Background: an optimization exercise with open tools, aiming at small area. Do not read the settings as production practice.
The RTL was checked by simulation tests, not by an equivalence proof against the original design.
Power figures rest on the tool's default switching activity, not on a simulated workload.

==> flow/design.v <==
package dma_pkg;
    typedef logic [32-1:0] word_t;
    typedef logic [32-1:0] addr_t;
    typedef logic [5-1:0] beat_t;
    typedef logic [12-3:0]   words_t;   
    typedef enum logic [1:0] {
        IDLE   = 2'b00,
        BUSY   = 2'b01,
        NONSEQ = 2'b10,
        SEQ    = 2'b11
    } htrans_e;
    typedef enum logic [2:0] {
        SINGLE = 3'b000,
        INCR   = 3'b001,
        INCR4  = 3'b011,
        INCR8  = 3'b101,
        INCR16 = 3'b111
    } hburst_e;
    typedef enum logic [2:0] {
        BSEL_SINGLE = 3'd0,
        BSEL_INCR4  = 3'd1,
        BSEL_INCR8  = 3'd2,
        BSEL_INCR16 = 3'd3
    } burst_sel_e;
    typedef enum logic [2:0] {
        SEQ_IDLE,
        SEQ_REQ,
        SEQ_READ,
        SEQ_WRITE,
        SEQ_DONE
    } seq_state_e;
endpackage
`timescale 1ns/10ps
module dma_ao222 (
    input  logic a1, a2, b1, b2, c1, c2,
    output logic y
);
    assign y = (a1 && a2) || (b1 && b2) || (c1 && c2);
endmodule
`timescale 1ns/10ps
module dma_master_top (
    input  logic        m_HCLK,
    input  logic        m_HRESETn,
    input  logic        start,
    input  logic [31:0] src_addr,
    input  logic [31:0] dest_addr,
    input  logic [11:0] xfer_bytes,
    input  logic [2:0]  burst_sel,
    input  logic        intr_mask,
    input  logic        intr_clear,
    output logic        busy,
    output logic        dma_intr,
    output logic        hbusreq,
    input  logic        hgrant,
    output logic [1:0]  htrans,
    output logic [2:0]  hburst,
    output logic [2:0]  hsize,
    output logic [31:0] haddr,
    output logic        hwrite,
    output logic [31:0] hwdata,
    input  logic        hready,
    input  logic [31:0] hrdata
);
    localparam logic [2:0] S_IDLE  = 3'b000;
    localparam logic [2:0] S_REQ   = 3'b101;
    localparam logic [2:0] S_READ  = 3'b110;
    localparam logic [2:0] S_WRITE = 3'b111;
    localparam logic [2:0] S_DONE  = 3'b100;
    logic [2:0]  state;
    logic        status;
    logic [9:0]  words_left;
    logic [1:0]  sel_q;       
    logic [4:0]  arem;        
    logic        first;       
    logic        dph_valid;
    logic [31:0] a_q;         
    logic [31:0] b_q;         
    logic        first_rd;    
    logic [31:0] mem [16];
    logic is_read, is_write, load, done;
    logic cmd_active, issue, idle_bus, dph_done;
    logic go_read, go_write;
    logic a_end;
    logic [4:0] burst_len;
    logic [3:0] burst_last;
    logic short;
    logic hb_incr;
    logic [31:0] a_inc;
    assign is_read  = (state == S_READ);
    assign is_write = (state == S_WRITE);
    assign done     = (state == S_DONE);
    assign busy     = state[2];
    assign hbusreq  = state[1] | state[0];
    assign load     = start && !busy;
    assign dma_intr = status && !intr_mask;
    assign hsize    = 3'b010;
    assign a_end      = (arem == 5'd0);
    assign cmd_active = state[1] && !a_end && hgrant;
    assign issue      = cmd_active && hready;
    assign dph_done   = hready && dph_valid;
    assign idle_bus   = !htrans[1] && !dph_valid;
    assign short = (sel_q == 2'd1) ? (words_left[9:2] == '0) :
                   (sel_q == 2'd2) ? (words_left[9:3] == '0) :
                   (sel_q == 2'd3) ? (words_left[9:4] == '0) : 1'b0;
    assign burst_len  = short ? {1'b0, words_left[3:0]} :
                        (sel_q == 2'd0) ? 5'd1 : (sel_q == 2'd1) ? 5'd4 :
                        (sel_q == 2'd2) ? 5'd8 : 5'd16;
    assign burst_last = short ? words_left[3:0] - 1'b1 : {sel_q[1] & sel_q[0], sel_q[1], sel_q[1] | sel_q[0], sel_q[1] | sel_q[0]};
    assign hburst = hb_incr ? 3'b001 : {sel_q[1], sel_q[0], sel_q[1] | sel_q[0]};
    always_comb begin
        go_read  = 1'b0;
        go_write = 1'b0;
        case (state)
            S_REQ:   go_read  = hgrant;
            S_READ:  go_write = a_end && idle_bus;
            S_WRITE: go_read  = a_end && (words_left != '0);
            default: ;
        endcase
    end
    always_ff @(posedge m_HCLK or negedge m_HRESETn) begin
        if (!m_HRESETn) begin
            state     <= S_IDLE;
            status    <= 1'b0;
            htrans    <= 2'b00;
            dph_valid <= 1'b0;
        end else begin
            case (state)
                S_IDLE:  if (start) state <= S_REQ;
                S_REQ:   if (hgrant) state <= S_READ;
                S_READ:  if (go_write) state <= S_WRITE;
                S_WRITE: if (go_read) state <= S_READ;
                         else if (a_end && idle_bus) state <= S_DONE;
                default: state <= S_IDLE;
            endcase
            if (done)
                status <= 1'b1;
            else if (intr_clear)
                status <= 1'b0;
            if (hready) begin
                dph_valid <= htrans[1];
                if (!cmd_active)
                    htrans <= 2'b00;
                else if (first || htrans == 2'b00)
                    htrans <= 2'b10;
                else
                    htrans <= 2'b11;
            end
        end
    end
    always_ff @(posedge m_HCLK) begin
        if (load) begin
            words_left <= xfer_bytes[11:2];
            sel_q      <= {burst_sel[2] | burst_sel[1], burst_sel[2] | burst_sel[0]};
        end else if (issue && is_write) begin
            words_left <= words_left - 1'b1;
        end
        if (go_read || go_write) begin
            arem  <= burst_len;
            first <= 1'b1;
        end else if (issue) begin
            arem  <= arem - 1'b1;
            first <= 1'b0;
        end
        if (hready) begin
            hwrite    <= cmd_active && is_write;
            if (cmd_active) begin
                if (first)
                    hb_incr <= short;
                else if (htrans == 2'b00)
                    hb_incr <= 1'b1;   
            end
        end
    end
    assign a_inc = {a_q[31:2] + 30'd1, a_q[1:0]};
    assign haddr = a_q;
    logic        a_sel_sw, a_sel_inc;
    logic [31:0] a_nx;
    assign a_sel_sw  = !load && first;
    assign a_sel_inc = !load && !first;
    for (genvar b = 0; b < 32; b++) begin : g_anx
        dma_ao222 u_nx (.a1(load), .a2(src_addr[b]), .b1(a_sel_sw), .b2(b_q[b]),
                        .c1(a_sel_inc), .c2(a_inc[b]), .y(a_nx[b]));
    end
    always_ff @(posedge m_HCLK) begin
        if (load || (issue && !first_rd))
            a_q <= a_nx;
        if (load)
            b_q <= dest_addr;
        else if (issue && !first_rd && first)
            b_q <= a_inc;
        if (load)
            first_rd <= 1'b1;
        else if (issue)
            first_rd <= 1'b0;
    end
    logic [1:0] ent;         
    logic [1:0] xtra;        
    logic [1:0] xleft;       
    logic       shift;
    assign ent   = ~burst_last[3:2];
    assign xtra  = 2'd0 - burst_len[1:0];
    assign shift = dph_done || (go_write && xtra != 2'd0) || (xleft != 2'd0);
    always_ff @(posedge m_HCLK or negedge m_HRESETn) begin
        if (!m_HRESETn)
            xleft <= 2'd0;
        else if (go_write)
            xleft <= (xtra == 2'd0) ? 2'd0 : xtra - 1'b1;
        else if (xleft != 2'd0)
            xleft <= xleft - 1'b1;
    end
    always_ff @(posedge m_HCLK) begin
        if (shift) begin
            mem[0] <= hrdata;
            for (int i = 1; i < 16; i++)
                if (i % 4 == 0)
                    mem[i] <= (is_read && ent == 2'(i / 4)) ? hrdata : mem[i-1];
                else
                    mem[i] <= mem[i-1];
        end
    end
    assign hwdata = mem[15];
endmodule
==> flow/flow/run.sh <==
#!/bin/bash
# The standard layout (standard.sh) with two changes:
#  - the port buffers use the smallest buffer cell, sky130_fd_sc_hd__buf_1;
#  - clock tree synthesis adds no dummy loads (same clustering as config.mk).
set -euo pipefail
export BUFFER_PORTS_ARGS="-buffer_cell sky130_fd_sc_hd__buf_1"
export CTS_ARGS="-sink_clustering_enable -repair_clock_nets -sink_clustering_size 25 -sink_clustering_max_diameter 80 -dont_use_dummy_load"
bash standard.sh finish > standard_flow.log 2>&1
==> flow/standard.sh <==
#!/bin/bash
# synth_recipe.tcl (not shown) runs the flow's synth.tcl, then flattens the netlist and writes it again
# the make line also repeats each setting of config.mk as NAME=value (left out here)
make -C /OpenROAD-flow-scripts/flow DESIGN_CONFIG=/design/flow/config.mk WORK_HOME=/design/flow/orfs CLKGATE_MAP_FILE= SYNTH_SCRIPT=/design/flow/synth_recipe.tcl "${@:-finish}"
==> flow/config.mk <==
export PLATFORM = sky130hd
export DESIGN_NAME = dma_master_top
export DESIGN_NICKNAME = dma_master_top
export VERILOG_FILES = /design/flow/design.v
export SDC_FILE = /design/flow/constraint.sdc
export NUM_CORES = 4
export LEC_CHECK = 0
export CAP_MARGIN = 20
export CORE_MARGIN = 2
export CORE_UTILIZATION = 40
export CTS_CLUSTER_DIAMETER = 80
export CTS_CLUSTER_SIZE = 25
export SLEW_MARGIN = 20
export SYNTH_HIERARCHICAL = 1
export SYNTH_MINIMUM_KEEP_SIZE = 0
==> flow/constraint.sdc <==
create_clock -name core_clock -period 5.0 [get_ports {m_HCLK}]
set_input_delay 1.0000 -clock core_clock [delete_from_list [all_inputs] [get_ports {m_HCLK}]]
set_output_delay 1.0000 -clock core_clock [all_outputs]
set_load 0.01 [all_outputs]
==> results of run 1 <==
## modules after synthesis (local to each module, per instance)
module          times used  flip-flops and latches  cell area, um2  cells inside
dma_master_top           1                     606           21400          1036
dma_ao222               32                       0            13.8             2
## report_power, final
group | switching [uW] | internal [uW] | total [uW]
registers | 760 | 9220 | 9980
logic | 1730 | 862 | 2590
clock network | 1500 | 1250 | 2750
total | 3990 | 11300 | 15300
## per-layer routing
metal | vias to the layer above | GRT usage | part of all wire
met5 | - | 0 | 0.00032
met1 | 5090 | 0.191 | 0.47
met2 | 257 | 0.199 | 0.46
met4 | 2 | 0.0463 | 0.024
met3 | 51 | 0.0228 | 0.053
li1 | 4675 | - | -
## sequential cells by signal, indices dropped and copies added, names as in the netlist
signal	flops
a_q	32
xleft	2
hb_incr	1
first_rd	1
b_q	32
words_left	10
htrans	2
sel_q	2
status	1
mem	512
first	1
state	3
hwrite	1
arem	5
dph_valid	1
## stage by stage
| step | worst slack [ns] | utilization |
|---|---|---|
| 2_1_floorplan | -21.94 | - |
| 4_1_cts | 1.29 | 0.451 |
| 5_1_grt | 1.17 | 0.451 |
| 6_report | 1.34 | 0.451 |
| 3_5_place_dp | 1.34 | 0.435 |
| 3_3_place_gp | 1.38 | 0.435 |
## cell type report
cell class,count,area (um2)
Timing Repair Buffer,207,898
Clock buffer,35,876
Multi-Input combinational cell,418,3300
Fill cell,4679,29600
Sequential cell,606,18100
Inverter,47,176
Tap cell,696,871
Antenna cell,1,2.50
## worst max path at each step
stage | startpoint | end | cells past startpoint
3_5_place_dp | words_left[8] | mem[14][7] | 7
5_1_grt | words_left[6] | mem[6][17] | 7
6_report | words_left[6] | mem[6][17] | 7
4_1_cts | words_left[6] | mem[6][17] | 7
2_1_floorplan | words_left[8] | mem[0][0] | 6
3_3_place_gp | words_left[8] | mem[13][7] | 7
## cell families (layout without fill, tap and decap cells)
| group | Yosys count | in the layout | share of synthesized area |
|---|---|---|---|
| adders and majority gates | 5 | 5 | 0.00287 |
| AOI/OAI and AO/OA | 78 | 78 | 0.0293 |
| muxes | 123 | 123 | 0.0637 |
| xor gates and xnor gates | 40 | 40 | 0.0161 |
| buffers and inverters | 77 | 289 | 0.0182 |
| other | 2 | 4 | 0.000344 |
| DFF | 606 | 606 | 0.831 |
| and+or+nand+nor | 169 | 169 | 0.0382 |
## synthesized netlist by cell type, types with 7 or more instances
master    number  share of area
nand4_1        9         0.0026
and3_1         7         0.0020
xnor2_1       26          0.010
buf_4          8         0.0028
a21oi_1        8         0.0018
o21ai_0       21         0.0048
edfxtp_1     595           0.82
nor3_1        10         0.0023
mux2_2       114          0.059
clkbuf_1       9         0.0015
nand3_1       18         0.0041
dfrtp_1        9          0.010
nor2_1        46         0.0079
buf_6          9         0.0046
xor2_1        14         0.0056
a222oi_1      32          0.015
inv_1         47         0.0081
nand2_1       46         0.0079
## placed cells by master, fill, tap and decap left out, types with 4 or more instances in the layout
cell and n:
clkbuf_16 35, or2_2 5, xnor2_1 26, a222oi_1 32, ha_1 5, buf_12 4
and3_1 7, edfxtp_1 595, a21oi_1 8, buf_1 188, dfrtp_1 9, inv_1 46
mux2i_1 5, nand4_1 9, xor2_1 14, nand2_1 46, nand3_1 18, nor3_1 10
buf_4 15, mux2_2 114, nor2_1 45, o21ai_0 20
==> results by group, run 1 <==
Run status
  – Outcome: timing/DRC/antenna clean

Synthesis
  – Register bit total from synthesis: approximately 610
  – Sequential area share after synthesis: 0.831
  – FFs w/ async S/R, synth: 0.0149
  – Mean cell area of the mapped netlist: about 20 um2
  – Netlist cell types: 58
  – Synth Flop Type: edfxtp_1
  – Syn Inst Count: approximately 1,100
  – Post-synth EDFFs: 595
  – Synthesized area: between 20,000 and 25,000 um2
  – Yosys warns: 8

STA
  – Setup TNS: 0 ns
  – Slew @ Worst Pin: 0.890 ns
  – Final setup vio count: 0
  – Slew Limit Fails: 0
  – FMAX: approximately 270 MHz
  – Worst slew margin: 0.402
  – Fin crit share: 0.731
  – Fin. Hold Viols: 0
  – Fin crit period: between 3 and 4 ns
  – Worst hold slack: a little under 0.4 ns
  – Clk_skew: between 0.06 and 0.07 ns
  – RSZ-0062 raised after global routing: no

Cells and area
  – Share of cells above drive strength 1: 0.147
  – Post-route insts no fill: ~2,000
  – Area growth syn-to-layout: 11.2%
  – Final instance area: between 20,000 and 25,000 um2
  – Final nets: 1,438

Critical path
  – R2R Setup Slk: between 1 and 1.5 ns
  – RR Endpoint: mem[6][17]
  – Crit-path slowest cell: or4_1
  – FF-to-FF path depth: 7
  – Critical Path Fanout Max: 93
  – Critical Path Max Stage Delay: roughly 0.57 ns
  – Family with the most delay on the worst path: simple AND/OR/NAND/NOR gates
  – Crit. End Element: flip-flop
  – CP Launch Type: flip-flop
  – Required @ worst endpoint: a little over 5 ns
  – Worst r2r src: words_left[6]
  – Crit-path cells: or4_1 > or3_1 > nor2_4 > a21oi_1 > o211ai_1 > buf_4 > buf_12
  – Worst Path Arrival: around 3.8 ns
  – WS Path Type: flip-flop to flip-flop
  – Critical path buffers and inverters: 2

GRT
  – Vias in the first global route: roughly 10,000
  – Largest net degree at the start of global routing: around 160
  – Global Route Usage Sum: 0.131
  – First-pass GRT wire length: around 57,000 um
  – Total grt overflow: 0
  – Initial antenna violation count: 2

Power and ir drop
  – Power Total: around 15,000 uW
  – PwrDens: about 630 nW/um2
  – Peak VDD IR: about 320 uV
  – LEAKAGE: 0.00833 uW

Clock tree
  – TritonCTS clock tree: yes
  – Clk root buf: clkbuf_16
  – CTS max path bufs: 3
  – Reg clk slew, reported paths: 0.09 ns
  – Total clock sinks: slightly above 600
  – Worst-Skew Late Latency: ~0.57 ns
  – Setup bufs post-CTS: 0
  – Htree depth: 2
  – Number of hold buffers added after cts: 0
  – # resized after CTS: 0
  – CTS Buf Count: 35

Detailed routing
  – Routed WL per cell: 18.6 um
  – Post-DRT Antenna Nets: 0
  – Iteration-0 DRC Markers: approximately 890
  – Vias per inst: ~5
  – Routed via count: just over 10,000
  – DRC Markers: 0
  – DR pass1 iterations: 8
  – Final wirelength: between 30,000 and 40,000 um

Min path
  – Hold_sp: mem[6][24]
  – WHS Path Cells: 0
  – Worst Hold End: mem[7][24]
  – Hold/Removal Path Class: flip-flop to flip-flop

Floorplanning
  – Core Box Area: 53,800 um2
  – I/O pin count: 194
  – # rows: 85
  – Die ar.: 56,400 um2
  – Initial core utilization: 0.405
  – Horiz. Die Dim: 238 um
  – Die height: roughly 240 um

Placement
  – DP Area: approximately 23,000 um2
  – DPL Wire Length: ~23,000 um
  – Placed insts: around 2,000
  – GP Congestion: 0.821
  – PortBufs: roughly 190

Flow run
  – Max Cap Viol: 0
==> run 2: changes to the inputs <==
--- a/flow/design.v
+++ b/flow/design.v
@@ -37,4 +37,10 @@
 );
     assign y = (a1 && a2) || (b1 && b2) || (c1 && c2);
+endmodule
+module dma_ao22 (
+    input  logic a1, a2, b1, b2,
+    output logic y
+);
+    assign y = (a1 && a2) || (b1 && b2);
 endmodule
 `timescale 1ns/10ps
@@ -178,4 +184,10 @@
     assign a_sel_sw  = !load && first;
     assign a_sel_inc = !load && !first;
+    logic        b_sel_inc;
+    logic [31:0] b_nx;
+    assign b_sel_inc = !load;
+    for (genvar b = 0; b < 32; b++) begin : g_bnx
+        dma_ao22 u_nx (.a1(load), .a2(dest_addr[b]), .b1(b_sel_inc), .b2(a_inc[b]), .y(b_nx[b]));
+    end
     for (genvar b = 0; b < 32; b++) begin : g_anx
         dma_ao222 u_nx (.a1(load), .a2(src_addr[b]), .b1(a_sel_sw), .b2(b_q[b]),
@@ -185,8 +197,6 @@
         if (load || (issue && !first_rd))
             a_q <= a_nx;
-        if (load)
-            b_q <= dest_addr;
-        else if (issue && !first_rd && first)
-            b_q <= a_inc;
+        if (load || (issue && !first_rd && first))
+            b_q <= b_nx;
         if (load)
             first_rd <= 1'b1;
@@ -209,10 +219,20 @@
             xleft <= xleft - 1'b1;
     end
+    logic [3:1]  ent_on, ent_off;
+    logic [31:0] ent_d [4];
+    for (genvar e = 1; e < 4; e++) begin : g_ent
+        assign ent_on[e]  = is_read && ent == 2'(e);
+        assign ent_off[e] = !ent_on[e];
+        for (genvar b = 0; b < 32; b++) begin : g_bit
+            dma_ao22 u_d (.a1(ent_on[e]), .a2(hrdata[b]), .b1(ent_off[e]), .b2(mem[4*e-1][b]),
+                          .y(ent_d[e][b]));
+        end
+    end
+    assign ent_d[0] = hrdata;
     always_ff @(posedge m_HCLK) begin
         if (shift) begin
-            mem[0] <= hrdata;
-            for (int i = 1; i < 16; i++)
+            for (int i = 0; i < 16; i++)
                 if (i % 4 == 0)
-                    mem[i] <= (is_read && ent == 2'(i / 4)) ? hrdata : mem[i-1];
+                    mem[i] <= ent_d[i / 4];
                 else
                     mem[i] <= mem[i-1];
==> run 2 against run 1 <==
Sequential power hardly changed. Still clean. Critical endpoint is now mem[15][8]. Area after synthesis shrank 2.2%. Highest routed layer unchanged. Non-clock buffer count is 3 lower. Sequential share of layout area increased by 1.1 points. First-iteration DRC count increased by 19%. Largest power group unchanged. Clock power fell by 2%.
==> results by group, run 2 <==
Run status
  – Outcome: timing/DRC/antenna clean

STA
  – Clk_skew: 0.0833 ns (+0.0219 ns)
  – RSZ-0062 raised after global routing: no
  – Slew @ Worst Pin: 0.981 ns (+0.0913 ns)
  – Fin crit share: 0.747 (+0.0158)
  – Fin. Hold Viols: 0 (unchanged)
  – Worst slew margin: 0.346 (-0.0559)
  – Fin crit period: 3.73 ns (+0.0789 ns)
  – Final setup vio count: 0 (unchanged)
  – Final WS setup: 1.27 ns (-0.0789 ns)
  – Slew Limit Fails: 0 (unchanged)
  – FMAX: 268 MHz (-2.1%)
  – Setup TNS: 0 ns (unchanged)

Floorplanning
  – Horiz. Die Dim: 235 um (-1.1%)
  – Die height: 235 um (-1.1%)
  – Core Box Area: 52,700 um2 (-2.2%)
  – Initial core utilization: 0.405 (about the same)
  – # rows: 84 (-1.2%)
  – I/O pin count: 194 (unchanged)
  – Die ar.: 55,200 um2 (-2.2%)

Cells and area
  – Share of cells above drive strength 1: 0.0553 (-0.0917)
  – Fill cells: 4,501 (-3.8%)
  – Commonest non-fill, non-tap cell in the layout: edfxtp_1
  – Area growth syn-to-layout: 12.1%
  – Ant. Diodes: 0 (-1)
  – Register area: 18,100 um2 (unchanged)
  – Final core utilization: 0.454 (+0.00310)
  – Max FFs per register: 512 (unchanged)
  – Largest registers: mem (512), a_q (32), b_q (32)
  – Final nets: 1,408 (-2.1%)
  – Area of the multi-input gates: 2950 um2 (-11%)
  – Most frequent cells in the layout: edfxtp_1 (595), buf_1 (188), a22o_1 (128), inv_1 (48), clkbuf_16 (34)
  – Biggest register: mem
  – Post-route insts no fill: 1,971 (-1.9%)

Clock tree
  – Htree depth: 2 (unchanged)
  – Worst-Skew Late Latency: 0.57 ns (about the same)
  – CTS Buf Count: 34 (-2.9%)
  – CTS max path bufs: 3 (unchanged)
  – TritonCTS clock tree: yes
  – Number of hold buffers added after cts: 0 (unchanged)
  – Total clock sinks: 606 (unchanged)
  – Setup bufs post-CTS: 0 (unchanged)
  – # resized after CTS: 0 (unchanged)
  – Reg clk slew, reported paths: 0.07 ns (-0.02 ns)
  – Clk root buf: clkbuf_16

Detailed routing
  – Routed WL per cell: 19.5 um (+4.8%)
  – Vias per inst: 5.25 (+4.8%)
  – Post-DRT Antenna Nets: 0 (unchanged)
  – Metal3 WL: 2030 um (+2.0%)
  – Final wirelength: 38,400 um (+2.8%)
  – DRC Markers: 0 (unchanged)
  – Iteration-0 DRC Markers: 1,055 (+19%)
  – Wl on met1: 18,100 um (+3.7%)
  – Routed via count: 10,400 (+2.8%)
  – Met2 wire length: 17,400 um (+2.2%)
  – DR pass1 iterations: 6 (-2)
  – Top routing layer used: met5

Synthesis
  – Synth Area in Simple Gates: 0.0341 (-0.00413)
  – Count leader, synth: edfxtp_1
  – Most area-consuming cells after synthesis: edfxtp_1 (84%), a22o_1 (5.3%), a222oi_1 (1.5%)
  – Mean cell area of the mapped netlist: 20.0 um2 (+1.1%)
  – Sequential area share after synthesis: 0.850 (+0.0187)
  – Syn Inst Count: 1,064 (-3.3%)
  – Synthesized area: 21,300 um2 (-2.2%)
  – Commonest cells in the netlist: edfxtp_1 (595), a22o_1 (128), inv_1 (49)
  – Post-synth EDFFs: 595 (unchanged)
  – Yosys warns: 11 (+3)
  – Largest family of logic cells by synthesized area: compound AO/OA/AOI/OAI gates
  – XOR/XNOR Fraction of Synth Area: 0.0156 (-0.000459)
  – Register bit total from synthesis: 606 (unchanged)
  – Netlist cell types: 53 (-8.6%)
  – Area leader, netlist: edfxtp_1
  – Top-area cell type share of the netlist area: 0.838 (+0.0185)
  – FFs w/ async S/R, synth: 0.0149 (unchanged)
  – Adder-Cell Fraction of Synth Area: 0.00293 (+0.0000646)
  – Synth Flop Type: edfxtp_1
  – Post-synthesis mux area share: 0.00293 (-0.0608)
  – Synth Area in Compound Gates: 0.0805 (+0.0512)

Flow run
  – Max Cap Viol: 0 (unchanged)

GRT
  – Initial antenna violation count: 1 (-1)
  – First-pass GRT wire length: 58,900 um (+2.5%)
  – Global Route Usage Sum: 0.136 (+0.00468)
  – Largest net degree at the start of global routing: 113 (-30%)
  – Vias in the first global route: 10,000 (-0.21%)
  – Total grt overflow: 0 (unchanged)

Critical path
  – Critical Path Max Stage Delay: 0.74 ns (+0.17 ns)
  – WS Path Type: flip-flop to flip-flop
  – Family with the most delay on the worst path: simple AND/OR/NAND/NOR gates
  – Crit. End Element: flip-flop
  – Crit-path cells: inv_1 > ha_1 > or4b_1 > or4_1 > o21ai_4 > buf_4
  – Worst Path Arrival: 3.89 ns (+0.06 ns)
  – Required @ worst endpoint: 5.15 ns (-0.03 ns)
  – FF-to-FF path depth: 6 (-1)
  – WP depth: 6 (-1)
  – Critical Path Fanout Max: 55 (-41%)
  – Crit-path slowest cell: o21ai_4
  – Critical path buffers and inverters: 2 (unchanged)
  – CP Launch Type: flip-flop

Placement
  – GP Congestion: 0.842 (+2.6%)
  – PortBufs: 188 (unchanged)
  – DPL Wire Length: 22,300 um (-1.5%)
  – Placed insts: 1,936 (-1.9%)
  – Setup WS pre-CTS: 1.19 ns (-0.157 ns)

Min path
  – WHS Path Cells: 0 (unchanged)
  – Hold/Removal Path Class: flip-flop to flip-flop

Power and ir drop
  – LEAKAGE: 0.00845 uW (+1.4%)
  – Peak VDD IR: 483 uV (+52%)
  – PwrDens: 640 nW/um2 (+1.4%)
==> run 2: cell count changes in the layout (fill, tap and decap cells not counted), moves of 4 or more <==
| cell | change |
|---|---|
| nand2_1 | -18 |
| o21ai_0 | -5 |
| nor2_1 | -25 |
| nor3_1 | -4 |
| buf_4 | -6 |
| xnor2_1 | +6 |
| a22o_1 | +128 |
| mux2_2 | -112 |
| xor2_1 | -8 |
==> run 2: worst paths after layout <==
| path | from | end | slack, ns |
|---|---|---|---|
| min | mem[10][7] | mem[11][7] | 0.39 |
| max reg2reg | arem[0] | mem[15][8] | 1.27 |
| max | arem[0] | mem[15][8] | 1.27 |
| max in group asynchronous | m_HRESETn | xleft[0] | 4.22 |
| min in group asynchronous | m_HRESETn | status | 0.40 |
| min reg2reg | mem[10][7] | mem[11][7] | 0.39 |
==> run 2: metrics by stage <==
stage                     instance area (um2)  total power [uW]  hold WS [ns]
final                                   23900             15300         0.387
after global placement                  23000             12600         0.400
after CTS                               23900             15500         0.377
after detailed placement                23000             12800         0.405
after floorplan                         21300             12200         0.400
after global routing                    23900             16100         0.392
==> run 2: cells by family after synthesis <==
group           after synthesis
buf+inv                      69
xor+xnor                     38
other cells                   2
compound gates              202
mux                           6
flops                       606
simple gates                136
fa+ha+maj                     5
==> run 2: where the power goes <==
part	total [uW]	internal, uW	switching, uW
Sequential	10000	9220	795
Clock	2690	1220	1470
Combinational	2600	851	1750
Total	15300	11300	4020
==> run 2: metal layers <==
layer | vias up | track usage
li1 | 4746 | -
met1 | 5254 | 0.197
met2 | 296 | 0.208
met3 | 58 | 0.0244
met4 | 2 | 0.0435
met5 | - | 0
==> run 2: area by class of cell <==
| class | instances | share of cell area |
|---|---|---|
| sequential | 606 | 0.759 |
| multi-input combinational | 390 | 0.124 |
| timing repair buffer | 204 | 0.0385 |
| tap | 688 | 0.0360 |
| clock buffer | 34 | 0.0356 |
| inverter | 49 | 0.00770 |
==> run 2: per-module statistics from Yosys (local to each module, per instance) <==
module          cell area, um2  copies in the design  flops+latches  cells inside
dma_master_top           19800                     1            606           872
dma_ao22                  8.76                   128              0             1
dma_ao222                 13.8                    32              0             2
==> run 3: changes to the inputs <==
--- a/flow/flow/run.sh
+++ b/flow/flow/run.sh
@@ -5,4 +5,4 @@
 set -euo pipefail
 export BUFFER_PORTS_ARGS="-buffer_cell sky130_fd_sc_hd__buf_1"
-export CTS_ARGS="-sink_clustering_enable -repair_clock_nets -sink_clustering_size 25 -sink_clustering_max_diameter 80 -dont_use_dummy_load"
+export CTS_ARGS="-sink_clustering_enable -repair_clock_nets -sink_clustering_size 25 -sink_clustering_max_diameter 100 -dont_use_dummy_load"
 bash standard.sh finish > standard_flow.log 2>&1
--- a/flow/config.mk
+++ b/flow/config.mk
@@ -9,5 +9,5 @@
 export CORE_MARGIN = 2
 export CORE_UTILIZATION = 40
-export CTS_CLUSTER_DIAMETER = 80
+export CTS_CLUSTER_DIAMETER = 100
 export CTS_CLUSTER_SIZE = 25
 export SLEW_MARGIN = 20
==> run 3 against run 2 <==
Still clean on timing, DRC and antenna. Worst hold slack got worse by 0.016 ns. Die area unchanged. Power is 1.8% lower. Critical path depth unchanged. Flip-flop and latch count stayed put. Clock-buffer cell count shrank 6. Via count about the same. Critical path type unchanged. Critical endpoint is now mem[12][15]. Largest cell class unchanged. Largest power group unchanged.
==> results by group, run 3 <==
Synthesis
  – Top-area cell type share of the netlist area: 0.838 (unchanged)
  – Sequential area share after synthesis: 0.850 (unchanged)
  – Register bit total from synthesis: 606 (unchanged)
  – Count leader, synth: edfxtp_1
  – Post-synth EDFFs: 595 (unchanged)
  – Most area-consuming cells after synthesis: edfxtp_1 (84%), a22o_1 (5.3%), a222oi_1 (1.5%)
  – FFs w/ async S/R, synth: 0.0149 (unchanged)
  – Synthesized area: 21,300 um2 (unchanged)
  – Syn Inst Count: 1,064 (unchanged)
  – Synth Flop Type: edfxtp_1
  – Netlist cell types: 53 (unchanged)
  – Mean cell area of the mapped netlist: 20.0 um2 (unchanged)
  – Area leader, netlist: edfxtp_1
  – Yosys warns: 11 (unchanged)
  – Commonest cells in the netlist: edfxtp_1 (595), a22o_1 (128), inv_1 (49)

STA
  – Slew @ Worst Pin: 0.968 ns (-0.0131 ns)
  – Worst slew margin: 0.355 (+0.00874)
  – Slew Limit Fails: 0 (unchanged)
  – Final setup vio count: 0 (unchanged)
  – Fin crit period: 3.79 ns (+0.0529 ns)
  – RSZ-0062 raised after global routing: no
  – Final WS setup: 1.21 ns (-0.0529 ns)
  – Clk_skew: 0.0683 ns (-0.0150 ns)
  – FMAX: 264 MHz (-1.4%)
  – Fin crit share: 0.757 (+0.0106)
  – Fin. Hold Viols: 0 (unchanged)

Cells and area
  – Final nets: 1,402 (-0.43%)
  – Share of cells above drive strength 1: 0.0509 (-0.00444)
  – Area of the multi-input gates: 2950 um2 (unchanged)
  – Biggest register: mem
  – Fill cells: 4,511 (+0.22%)
  – Final core utilization: 0.451 (-0.00285)
  – Ant. Diodes: 0 (unchanged)
  – Commonest non-fill, non-tap cell in the layout: edfxtp_1
  – Area growth syn-to-layout: 11.4%
  – Max FFs per register: 512 (unchanged)
  – Most frequent cells in the layout: edfxtp_1 (595), buf_1 (188), a22o_1 (128), inv_1 (48)
  – Register area: 18,100 um2 (unchanged)
  – Largest registers: mem (512), a_q (32), b_q (32)

Floorplanning
  – I/O pin count: 194 (unchanged)
  – Die height: 235 um (unchanged)
  – Initial core utilization: 0.405 (unchanged)
  – Horiz. Die Dim: 235 um (unchanged)
  – Die ar.: 55,200 um2 (unchanged)
  – # rows: 84 (unchanged)
  – Core Box Area: 52,700 um2 (unchanged)

Detailed routing
  – DR pass1 iterations: 6 (unchanged)
  – Routed WL per cell: 19.4 um (-0.55%)
  – Iteration-0 DRC Markers: 1,023 (-3.0%)
  – Vias per inst: 5.27 (+0.29%)
  – Routed via count: 10,400 (-0.019%)
  – Post-DRT Antenna Nets: 0 (unchanged)
  – DRC Markers: 0 (unchanged)
  – Final wirelength: 38,100 um (-0.86%)

Placement
  – Setup WS pre-CTS: 1.19 ns (unchanged)
  – DPL Wire Length: 22,300 um (unchanged)
  – PortBufs: 188 (unchanged)
  – GP Congestion: 0.842 (unchanged)

Critical path
  – Crit-path slowest cell: o21ai_4
  – Critical Path Fanout Max: 55 (unchanged)
  – R2R Setup Slk: 1.21 ns (-0.05 ns)
  – Worst r2r src: arem[0]
  – FF-to-FF path depth: 6 (unchanged)
  – CP Launch Type: flip-flop
  – Critical path buffers and inverters: 2 (unchanged)
  – WP depth: 6 (unchanged)
  – RR Endpoint: mem[12][15]
  – WS Path Type: flip-flop to flip-flop
  – Crit-path cells: inv_1 > ha_1 > or4b_1 > or4_1 > o21ai_4 > buf_4
  – Worst Path Arrival: 3.96 ns (+0.07 ns)
  – Required @ worst endpoint: 5.18 ns (+0.03 ns)
  – Critical Path Max Stage Delay: 0.74 ns (about the same)
  – Crit path from: arem[0]
  – Crit. End Element: flip-flop
  – Family with the most delay on the worst path: simple AND/OR/NAND/NOR gates

Clock tree
  – Htree depth: 1 (-1)
  – Number of hold buffers added after cts: 0 (unchanged)
  – TritonCTS clock tree: yes
  – Clk root buf: clkbuf_16
  – Total clock sinks: 606 (unchanged)
  – CTS Buf Count: 28 (-18%)
  – CTS max path bufs: 3 (unchanged)
  – # resized after CTS: 0 (unchanged)
  – Worst-Skew Late Latency: 0.60 ns (+0.03 ns)
  – Setup bufs post-CTS: 0 (unchanged)
  – Reg clk slew, reported paths: 0.10 ns (+0.03 ns)

GRT
  – First-pass GRT wire length: 58,400 um (-0.75%)
  – Global Route Usage Sum: 0.133 (-0.00282)
  – Total grt overflow: 0 (unchanged)
  – Initial antenna violation count: 1 (unchanged)
  – Vias in the first global route: 9,983 (-0.44%)
  – Largest net degree at the start of global routing: 113 (unchanged)

Min path
  – Hold_sp: mem[9][10]
  – Hold/Removal Path Class: flip-flop to flip-flop
  – WHS Path Cells: 0 (unchanged)
  – Worst Hold End: mem[10][10]

Power and ir drop
  – Reg power frac: 0.666 (+0.012)
  – PwrDens: 633 nW/um2 (-1.2%)
  – Clk pwr share: 0.161 (-0.015)
  – Net Sw Power: 3960 uW (-1.4%)
  – LEAKAGE: 0.00837 uW (-0.88%)
  – Logic pwr share: 0.173 (+0.003)
  – Peak VDD IR: 592 uV (+23%)
  – Net switching fraction of the power: 0.264 (+0.00110)
  – Internal power: 11,100 uW (-2.0%)

Flow run
  – Max Cap Viol: 0 (unchanged)

Run status
  – Outcome: timing/DRC/antenna clean
run 3: worst max-delay path by stage:
stage	to
after detailed placement	mem[1][15]
after global routing	mem[9][15]
after CTS	mem[1][15]
after floorplan	mem[0][0]
after global placement	mem[0][15]
final	mem[12][15]
run 3: cells by family after synthesis:
group / after synthesis / share of synthesized area
flip-flops: 606 / 0.850
adder cells (fa/ha/maj): 5 / 0.00293
buffers and inverters: 69 / 0.0135
AND/OR/NAND/NOR: 136 / 0.0341
XOR/XNOR: 38 / 0.0156
multiplexers: 6 / 0.00293
AO/OA/AOI/OAI: 202 / 0.0805
other: 2 / 0.000352
run 3: worst reg2reg max path, delay by kind of cell, from the launching register on:
family / cells / cell delay, ns
buffers and inverters: 2 / 0.81
flip-flops: 1 / 0.43
AO/OA/AOI/OAI: 1 / 0.75
AND/OR/NAND/NOR: 2 / 1.24
adder cells (fa/ha/maj): 1 / 0.15
run 3: through the flow:
stage / setup TNS, ns / total power [uW] / cell area (um2) / hold slack (ns) / instances
2_1_floorplan: -2833.73 / 12200 / 21300 / 0.400 / 1065
3_3_place_gp: 0 / 12600 / 23000 / 0.400 / 1936
3_5_place_dp: 0 / 12800 / 23000 / 0.405 / 1936
4_1_cts: 0 / 15200 / 23700 / 0.353 / 1964
5_1_grt: 0 / 15800 / 23800 / 0.357 / 1965
6_report: 0 / 15000 / 23800 / 0.371 / 1965
run 3: power by group through the flow:
stage               Clock, uW  Combinational (uW)  Sequential, uW
floorplan                   0                1660           10500
global placement            0                2550           10000
detailed placement          0                2640           10100
CTS                      2530                2650           10000
global route             2680                2880           10300
finish                   2420                2590           10000
run 3: layer usage:
layer	wire length (um)	GRT usage	up-vias	part of all wire
met2	17400	0.209	303	0.46
met5	14	0	-	0.00037
li1	-	-	4731	-
met3	2070	0.0190	51	0.054
met4	683	0.0313	2	0.018
met1	17900	0.196	5267	0.47
run 3: layout make-up:
type / count / area share
well taps: 688 / 0.0362
clock buffers: 28 / 0.0295
inverters: 49 / 0.00774
multi-input cells: 390 / 0.124
flip-flops and latches: 606 / 0.763
repair buffers: 204 / 0.0388
run 3: Yosys stat by module, one instance, submodules excluded:
module | cell area, um2 | flops+latches | times used
dma_ao222 | 13.8 | 0 | 32
dma_master_top | 19800 | 606 | 1
dma_ao22 | 8.76 | 0 | 128
==> run 4: changes to the inputs <==
--- a/flow/design.v
+++ b/flow/design.v
@@ -80,6 +80,6 @@
     logic        first;       
     logic        dph_valid;
-    logic [31:0] a_q;         
-    logic [31:0] b_q;         
+    logic [9:0]  a_q;         
+    logic [9:0]  b_q;         
     logic        first_rd;    
     logic [31:0] mem [16];
@@ -92,5 +92,4 @@
     logic short;
     logic hb_incr;
-    logic [31:0] a_inc;
     assign is_read  = (state == S_READ);
     assign is_write = (state == S_WRITE);
@@ -178,25 +177,50 @@
         end
     end
-    assign a_inc = {a_q[31:2] + 30'd1, a_q[1:0]};
-    assign haddr = a_q;
+    logic [19:0] src_hi, dst_hi;
+    logic [1:0]  src_b, dst_b;
+    logic        a_c, b_c;
+    logic [10:0] a_inc;       
+    logic [19:0] hi_base;
+    assign a_inc = {1'b0, a_q} + 11'd1;
+    for (genvar b = 0; b < 20; b++) begin : g_hi
+        dma_ao22 u_hi (.a1(hwrite), .a2(dst_hi[b]), .b1(!hwrite), .b2(src_hi[b]), .y(hi_base[b]));
+    end
+    assign haddr = {hi_base + {19'd0, a_c}, a_q, hwrite ? dst_b : src_b};
     logic        a_sel_sw, a_sel_inc;
-    logic [31:0] a_nx;
+    logic [9:0]  a_nx;
     assign a_sel_sw  = !load && first;
     assign a_sel_inc = !load && !first;
     logic        b_sel_inc;
-    logic [31:0] b_nx;
+    logic [9:0]  b_nx;
     assign b_sel_inc = !load;
-    for (genvar b = 0; b < 32; b++) begin : g_bnx
-        dma_ao22 u_nx (.a1(load), .a2(dest_addr[b]), .b1(b_sel_inc), .b2(a_inc[b]), .y(b_nx[b]));
-    end
-    for (genvar b = 0; b < 32; b++) begin : g_anx
-        dma_ao222 u_nx (.a1(load), .a2(src_addr[b]), .b1(a_sel_sw), .b2(b_q[b]),
+    for (genvar b = 0; b < 10; b++) begin : g_bnx
+        dma_ao22 u_nx (.a1(load), .a2(dest_addr[b+2]), .b1(b_sel_inc), .b2(a_inc[b]), .y(b_nx[b]));
+    end
+    for (genvar b = 0; b < 10; b++) begin : g_anx
+        dma_ao222 u_nx (.a1(load), .a2(src_addr[b+2]), .b1(a_sel_sw), .b2(b_q[b]),
                         .c1(a_sel_inc), .c2(a_inc[b]), .y(a_nx[b]));
     end
     always_ff @(posedge m_HCLK) begin
+        if (load) begin
+            src_hi <= src_addr[31:12];
+            dst_hi <= dest_addr[31:12];
+            src_b  <= src_addr[1:0];
+            dst_b  <= dest_addr[1:0];
+        end
         if (load || (issue && !first_rd))
             a_q <= a_nx;
         if (load || (issue && !first_rd && first))
             b_q <= b_nx;
+        if (load) begin
+            a_c <= 1'b0;
+            b_c <= 1'b0;
+        end else if (issue && !first_rd) begin
+            if (first) begin
+                a_c <= b_c;
+                b_c <= a_c || a_inc[10];
+            end else begin
+                a_c <= a_c || a_inc[10];
+            end
+        end
         if (load)
             first_rd <= 1'b1;
==> run 4 against run 3 <==
First-iteration DRC count is 9.5% lower. Highest routed layer is now met4. Sequential power hardly changed. Area after synthesis is 0.94% lower. Cell area is 0.90% lower. Clock-buffer cell count stayed put. Register-to-register slack better by 0.15 ns. Still clean on timing, DRC and antenna.
==> results by group, run 4 <==
Run status
  – Outcome: timing/DRC/antenna clean

Placement
  – Setup WS pre-CTS: 1.11 ns (-0.0823 ns)
  – DPL Wire Length: 21,500 um (-3.5%)
  – GP Congestion: 0.817 (-3.0%)
  – PortBufs: 188 (unchanged)
  – DP Area: 22,800 um2 (-0.84%)

Cells and area
  – Largest registers: mem (512), dst_hi (20), src_hi (20)
  – Final instance area: 23,500 um2 (-0.90%)
  – Max FFs per register: 512 (unchanged)
  – Fill cells: 4,528 (+0.38%)
  – Most frequent cells in the layout: edfxtp_1 (595), buf_1 (188), a22o_1 (126), nand2_1 (33), clkbuf_16 (28)
  – Ant. Diodes: 0 (unchanged)
  – Biggest register: mem
  – Final nets: 1,373 (-2.1%)
  – Share of cells above drive strength 1: 0.0554 (+0.00448)
  – Final core utilization: 0.449 (-0.00227)
  – Area growth syn-to-layout: 11.4% (about the same)
  – Commonest non-fill, non-tap cell in the layout: edfxtp_1

Synthesis
  – Most area-consuming cells after synthesis: edfxtp_1 (85%), a22o_1 (5.2%), dfrtp_1 (1.1%)
  – Top-area cell type share of the netlist area: 0.846 (+0.00794)
  – Register bit total from synthesis: 608 (+0.33%)
  – Synthesized area: 21,100 um2 (-0.94%)
  – Sequential area share after synthesis: 0.860 (+0.00995)
  – Mean cell area of the mapped netlist: 20.6 um2 (+2.7%)
  – Commonest cells in the netlist: edfxtp_1 (595), a22o_1 (126), nand2_1 (33)
  – Synth Flop Type: edfxtp_1
  – Syn Inst Count: 1,026 (-3.6%)
  – Netlist cell types: 55 (+3.8%)
  – FFs w/ async S/R, synth: 0.0148 (-0.0000489)
  – Post-synth EDFFs: 595 (unchanged)
  – Yosys warns: 11 (unchanged)
  – Area leader, netlist: edfxtp_1
  – Count leader, synth: edfxtp_1

Critical path
  – R2R Setup Slk: 1.36 ns (+0.15 ns)
  – Crit path from: hwrite
  – Worst Path Arrival: 3.53 ns (-0.43 ns)
  – Worst r2r src: arem[0]
  – Family with the most delay on the worst path: buffers and inverters
  – WS Path Type: flip-flop to output port
  – Required @ worst endpoint: 4.00 ns (-1.18 ns)
  – FF-to-FF path depth: 8 (+2)
  – Crit. End Element: output port
  – Critical Path Max Stage Delay: 0.61 ns (-0.13 ns)
  – Crit-path slowest cell: or4_1
  – CP Launch Type: flip-flop
  – Critical path buffers and inverters: 5 (+3)
  – Critical Path Fanout Max: 24 (-56%)
  – Crit-path cells: buf_4 > inv_1 > buf_4 > a22o_1 > ha_1 > ha_1 > inv_1 > or4_1 > nor2_1 > xor2_1 > buf_1
  – WP depth: 11 (+5)

Floorplanning
  – Horiz. Die Dim: 234 um (-0.46%)
  – Initial core utilization: 0.403 (-0.00219)
  – I/O pin count: 194 (unchanged)
  – Core Box Area: 52,400 um2 (-0.40%)
  – Die ar.: 54,700 um2 (-0.92%)
  – Die height: 234 um (-0.46%)
  – # rows: 84 (unchanged)

Power and ir drop
  – LEAKAGE: 0.00820 uW (-2.1%)
  – PwrDens: 619 nW/um2 (-2.2%)
  – Peak VDD IR: 440 uV (-26%)

STA
  – Slew @ Worst Pin: 1.09 ns (+0.119 ns)
  – Clk_skew: 0.0292 ns (-0.0391 ns)
  – Slew Limit Fails: 0 (unchanged)
  – FMAX: 221 MHz (-16%)
  – Final setup vio count: 0 (unchanged)
  – RSZ-0062 raised after global routing: no
  – Fin crit share: 0.906 (+0.149)
  – Final WS setup: 0.468 ns (-0.745 ns)
  – Worst slew margin: 0.270 (-0.0844)
  – Fin. Hold Viols: 0 (unchanged)
  – Fin crit period: 4.53 ns (+0.745 ns)

Clock tree
  – CTS max path bufs: 3 (unchanged)
  – TritonCTS clock tree: yes
  – Clk root buf: clkbuf_16
  – # resized after CTS: 0 (unchanged)
  – Htree depth: 1 (unchanged)
  – Number of hold buffers added after cts: 0 (unchanged)
  – Setup bufs post-CTS: 0 (unchanged)
  – Reg clk slew, reported paths: 0.10 ns (about the same)
  – Worst-Skew Late Latency: 0.58 ns (-0.02 ns)
  – CTS Buf Count: 28 (unchanged)
  – Total clock sinks: 608 (+0.33%)

GRT
  – Total grt overflow: 0 (unchanged)
  – Vias in the first global route: 9,555 (-4.3%)
  – Initial antenna violation count: 0 (-1)
  – First-pass GRT wire length: 54,800 um (-6.3%)
  – Largest net degree at the start of global routing: 155 (+37%)
  – Global Route Usage Sum: 0.128 (-0.00453)

Detailed routing
  – Routed via count: 9,986 (-3.6%)
  – Final wirelength: 36,700 um (-3.6%)
  – Routed WL per cell: 19.0 um (-2.1%)
  – Post-DRT Antenna Nets: 0 (unchanged)
  – DRC Markers: 0 (unchanged)
  – Vias per inst: 5.16 (-2.0%)
  – DR pass1 iterations: 6 (unchanged)
  – Iteration-0 DRC Markers: 926 (-9.5%)

Flow run
  – Max Cap Viol: 0 (unchanged)

Min path
  – Hold/Removal Path Class: input port to async pin
[run 4: cell types whose count changed after synthesis, moves of 4 or more]
cell,change
a222oi_1,-22
inv_1,-21
xor2_1,+9
xnor2_1,-8
a21oi_1,+5
nor2b_1,+5
and3_1,-4
buf_4,-4
mux2_2,+4
nand2_1,+4
nand2b_1,-4
nand3_1,-4
nor2_1,+4
[run 4: area by class of cell]
type / count / area, um2 / share of cell area
clock buffer: 28 / 701 / 0.0298
inverter: 28 / 105 / 0.00447
multi-input combinational: 375 / 2810 / 0.119
sequential: 608 / 18200 / 0.772
tap: 688 / 861 / 0.0366
timing repair buffer: 207 / 886 / 0.0376
[run 4: per-layer routing]
layer  global-route usage  share of wire
met1                0.189           0.47
met5                    0              0
met2                0.200           0.46
met3               0.0212          0.050
met4               0.0301          0.021
[run 4: Yosys stat by module, one instance, submodules excluded]
module          times used  cell area (um2)
dma_ao22               126             8.76
dma_ao222               10             13.8
dma_master_top           1            19900
[run 4: cells by family (layout without fill, tap and decap cells)]
group	Yosys count	count (layout)	synth area share
XOR/XNOR	39	39	0.0162
other	2	3	0.000355
buffers and inverters	44	263	0.00989
adder cells (fa/ha/maj)	7	7	0.00414
flip-flops	608	608	0.860
AO/OA/AOI/OAI	188	188	0.0731
AND/OR/NAND/NOR	130	130	0.0322
multiplexers	8	8	0.00414
[run 4: power breakdown]
group	total, uW	switching (uW)	internal [uW]	leakage [uW]
sequential	9880	724	9150	0.00613
combinational	2250	1550	695	0.00173
clock	2440	1440	1000	0.000345
[run 4: path summary, 6_finish.rpt]
| path | endpoint |
|---|---|
| setup / recovery | haddr[30] |
| max in group asynchronous | htrans[0] |
| hold / removal | state[2] |
| min in group core_clock | mem[13][28] |
| hold reg to reg | mem[13][28] |
| setup reg to reg | mem[8][13] |
[run 4: per-stage QoR]
stage / hold slack (ns) / total power [uW] / cells / setup TNS, ns
5_1_grt: 0.358 / 15400 / 1934 / 0
2_1_floorplan: 0.400 / 12100 / 1027 / -5009.68
3_5_place_dp: 0.405 / 12300 / 1906 / 0
6_report: 0.360 / 14600 / 1934 / 0
3_3_place_gp: 0.400 / 12100 / 1906 / 0
4_1_cts: 0.333 / 14800 / 1934 / 0

[separate check: timing with driven ports]
In the flow no input, the clock included, has a driving cell. The finished layouts below were timed again as built, in two steps.
Step 1 assumes that a clkbuf_16 drives the clock port and a buf_2 every other input.
Step 2, shift: input delay + t, output delay - t, t = (earliest + latest rising clock arrival at the registers) / 2. This alone moves slack from input paths to output paths.
Slacks: no drivers / after step 1 / after step 2; pairs: no drivers / after step 1.
run | t, ns | slack for setup (ns) | worst hold slack (ns) | worst slew at a driven data input, ns
run 1 | 0.592 | 1.344 / 1.344 / 1.344 | 0.386 / 0.386 / 0.386 | 0.08
run 2 | 0.583 | 1.266 / 1.266 / 1.266 | 0.387 / 0.362 / 0.387 | 0.08
run 3 | 0.624 | 1.213 / 1.213 / 1.213 | 0.371 / 0.347 / 0.371 | 0.07
run 4 | 0.621 | 0.468 / 0.414 / 1.035 | 0.360 / 0.339 / 0.417 | 0.10
After both steps every run listed still meets setup and hold.
